What follows belongs to an exercise in optimizing a design on an open flow for small area, a short achievable clock period and few clock cycles; a production flow would make more cautious choices.
The RTL was checked by simulation tests, not by an equivalence proof against the original design.
Power is estimated from default activity; no workload was simulated.

== v26 ==
==> flow/design.v (excerpt) <==
module cpu_top (
    input  logic        clk,
    input  logic        rst_n,
    output logic [31:0] mem_addr,
    output logic [31:0] mem_wdata,
    output logic        mem_read,
    output logic        mem_write,
    input  logic [31:0] mem_rdata,
    input  logic        mem_ready,
    output logic        halted,
    output logic [7:0]  cpu_flags
);
Size: roughly 5500 cells after synthesis, about 1200 flip-flops, ~110 I/O pins.
export LEC_CHECK = 0
export CAP_MARGIN = 30
export CELL_PAD_IN_SITES_DETAIL_PLACEMENT = 1
export CELL_PAD_IN_SITES_GLOBAL_PLACEMENT = 2
export CORE_MARGIN = 2
export CORE_UTILIZATION = 40
export CTS_CLUSTER_DIAMETER = 100
export CTS_CLUSTER_SIZE = 20
export PLACE_DENSITY = 0.55
export SLEW_MARGIN = 20
export SYNTH_HIERARCHICAL = 1
export TNS_END_PERCENT = 20
create_clock -name core_clock -period 11.0 [get_ports {clk}]
standard.sh (not shown) runs the stock make flow with config.mk's settings and CLKGATE_MAP_FILE= SYNTH_SCRIPT=/design/flow/synth_recipe.tcl, a recipe that flattens the netlist after the stock synthesis.
==> flow/flow/run.sh <==
#!/bin/bash
set -euo pipefail
bash standard.sh synth > synth.log 2>&1
bash standard.sh SETUP_SLACK_MARGIN=6.7 finish > layout.log 2>&1
v26 has completed all stages; timing, DRC and antenna checks passed.
Testbench counts of v26, summed over its fixed seeds: cycles 31,599.
Changes in v23 relative to v26:
# v26
export LEC_CHECK = 0
export CAP_MARGIN = 30
export CELL_PAD_IN_SITES_DETAIL_PLACEMENT = 1
export CELL_PAD_IN_SITES_GLOBAL_PLACEMENT = 2
export CORE_MARGIN = 2
export CORE_UTILIZATION = 40
export CTS_CLUSTER_DIAMETER = 100
export CTS_CLUSTER_SIZE = 20
export PLACE_DENSITY = 0.55
export SLEW_MARGIN = 20
export SYNTH_HIERARCHICAL = 1
export TNS_END_PERCENT = 20
create_clock -name core_clock -period 11.0 [get_ports {clk}]
# v23
export LEC_CHECK = 0
export CAP_MARGIN = 30
export CELL_PAD_IN_SITES_DETAIL_PLACEMENT = 1
export CELL_PAD_IN_SITES_GLOBAL_PLACEMENT = 2
export CORE_MARGIN = 2
export CORE_UTILIZATION = 45
export CTS_CLUSTER_DIAMETER = 100
export CTS_CLUSTER_SIZE = 20
export PLACE_DENSITY = 0.6
export SLEW_MARGIN = 20
export SYNTH_HIERARCHICAL = 1
export TNS_END_PERCENT = 20
create_clock -name core_clock -period 11.0 [get_ports {clk}]
==> flow/flow/run.sh <==
#!/bin/bash
set -euo pipefail
bash standard.sh synth > synth.log 2>&1
bash standard.sh SETUP_SLACK_MARGIN=6.5 finish > layout.log 2>&1
### Flow results
- Compared with v26, v23 shows via count of the first global-routing pass lower by 684.
- Ratio of routed vias to standard cells (lower): v26
- Sort v26 and v23 by total power draw, ascending, and v23 comes first.
- Looking at the reports, v26 completed the entire flow and the layout it produced met the timing, design-rule and antenna checks.
- v23 completed end to end; final checks failed (capacitance limit, slew limit).
- v26 has a higher combinational power share than v23.
--- input diff v23..v33 ---
# v23
export LEC_CHECK = 0
export CAP_MARGIN = 30
export CELL_PAD_IN_SITES_DETAIL_PLACEMENT = 1
export CELL_PAD_IN_SITES_GLOBAL_PLACEMENT = 2
export CORE_MARGIN = 2
export CORE_UTILIZATION = 45
export CTS_CLUSTER_DIAMETER = 100
export CTS_CLUSTER_SIZE = 20
export PLACE_DENSITY = 0.6
export SLEW_MARGIN = 20
export SYNTH_HIERARCHICAL = 1
export TNS_END_PERCENT = 20
create_clock -name core_clock -period 11.0 [get_ports {clk}]
# v33
export LEC_CHECK = 0
export CAP_MARGIN = 30
export CELL_PAD_IN_SITES_DETAIL_PLACEMENT = 1
export CELL_PAD_IN_SITES_GLOBAL_PLACEMENT = 2
export CORE_MARGIN = 2
export CORE_UTILIZATION = 40
export CTS_CLUSTER_DIAMETER = 100
export CTS_CLUSTER_SIZE = 20
export PLACE_DENSITY = 0.55
export SLEW_MARGIN = 20
export SYNTH_HIERARCHICAL = 1
export TNS_END_PERCENT = 20
create_clock -name core_clock -period 11.0 [get_ports {clk}]
Results
The final layout from v33, which completed every stage, passed the timing, design-rule and antenna checks at the end of the flow. Looking at critical path endpoint, the u_core.x_b[2]$_DFFE_PP_ result is from v23; the u_core.x_b[8]$_DFFE_PP_ one comes from v33. Taking v23 as the reference, in v33 number of antenna violations at the first check in global routing decreased about 20%; final cell area excluding filler cells rose about 0.9%; total via count after detailed routing has decreased; starting density of the core fell 4.9 points; final critical-path required period down 220 ps. The internal power number comes out higher for v33 vs v23.
Changes in v17 relative to v33:
# v33
export LEC_CHECK = 0
export CAP_MARGIN = 30
export CELL_PAD_IN_SITES_DETAIL_PLACEMENT = 1
export CELL_PAD_IN_SITES_GLOBAL_PLACEMENT = 2
export CORE_MARGIN = 2
export CORE_UTILIZATION = 40
export CTS_CLUSTER_DIAMETER = 100
export CTS_CLUSTER_SIZE = 20
export PLACE_DENSITY = 0.55
export SLEW_MARGIN = 20
export SYNTH_HIERARCHICAL = 1
export TNS_END_PERCENT = 20
create_clock -name core_clock -period 11.0 [get_ports {clk}]
# v17
export LEC_CHECK = 0
export CAP_MARGIN = 30
export CELL_PAD_IN_SITES_DETAIL_PLACEMENT = 1
export CELL_PAD_IN_SITES_GLOBAL_PLACEMENT = 2
export CORE_MARGIN = 2
export CORE_UTILIZATION = 40
export CTS_CLUSTER_DIAMETER = 100
export CTS_CLUSTER_SIZE = 20
export PLACE_DENSITY = 0.55
export SLEW_MARGIN = 20
export SYNTH_HIERARCHICAL = 1
export TNS_END_PERCENT = 15
create_clock -name core_clock -period 11.0 [get_ports {clk}]
==> flow/flow/run.sh <==
#!/bin/bash
set -euo pipefail
bash standard.sh synth > synth.log 2>&1
bash standard.sh SETUP_SLACK_MARGIN=6.9 finish > layout.log 2>&1
==> run summary <==
Delta (v17 minus v33): highest cell delay on the worst timing path saw a decrease; final cell count without fillers saw an increase; routability-driven placement congestion ratio saw an increase; relative area change from synthesis to final layout saw an increase.

## re-timing with driven ports
The flow's constraints put no driver on any port. The routed layouts listed below were extracted and timed again, unchanged, in two steps. Step 1 (the two cells are an assumption about what drives the block):
set clk [get_ports {clk}]
set_driving_cell -lib_cell sky130_fd_sc_hd__clkbuf_16 $clk
set_driving_cell -lib_cell sky130_fd_sc_hd__buf_2 [delete_from_list [all_inputs] $clk]
Step 2 also shifts input and output timing later by t, the mid clock arrival at the registers, as if the neighbouring blocks saw the same clock. Three values: ideal, step 1, step 2; two values: the first two.
| run | shift t [ns] | setup WS [ns] | hold WS [ns] | cell pins on the clock port's net |
|---|---|---|---|---|
| v26 | 0.833 | 6.374 / 6.374 / 5.772 | 0.430 / 0.430 / 0.430 | 1 |
| v23 | 0.825 | 6.114 / 6.114 / 5.879 | 0.422 / 0.422 / 0.422 | 1 |
| v33 | 0.828 | 6.330 / 6.318 / 5.623 | 0.427 / 0.427 / 0.427 | 1 |
| v17 | 0.840 | 6.447 / 6.447 / 5.988 | 0.424 / 0.424 / 0.424 | 1 |
The setup slack of v33, which loses most, moves by -0.012 ns with the drivers and by -0.707 ns with both steps.
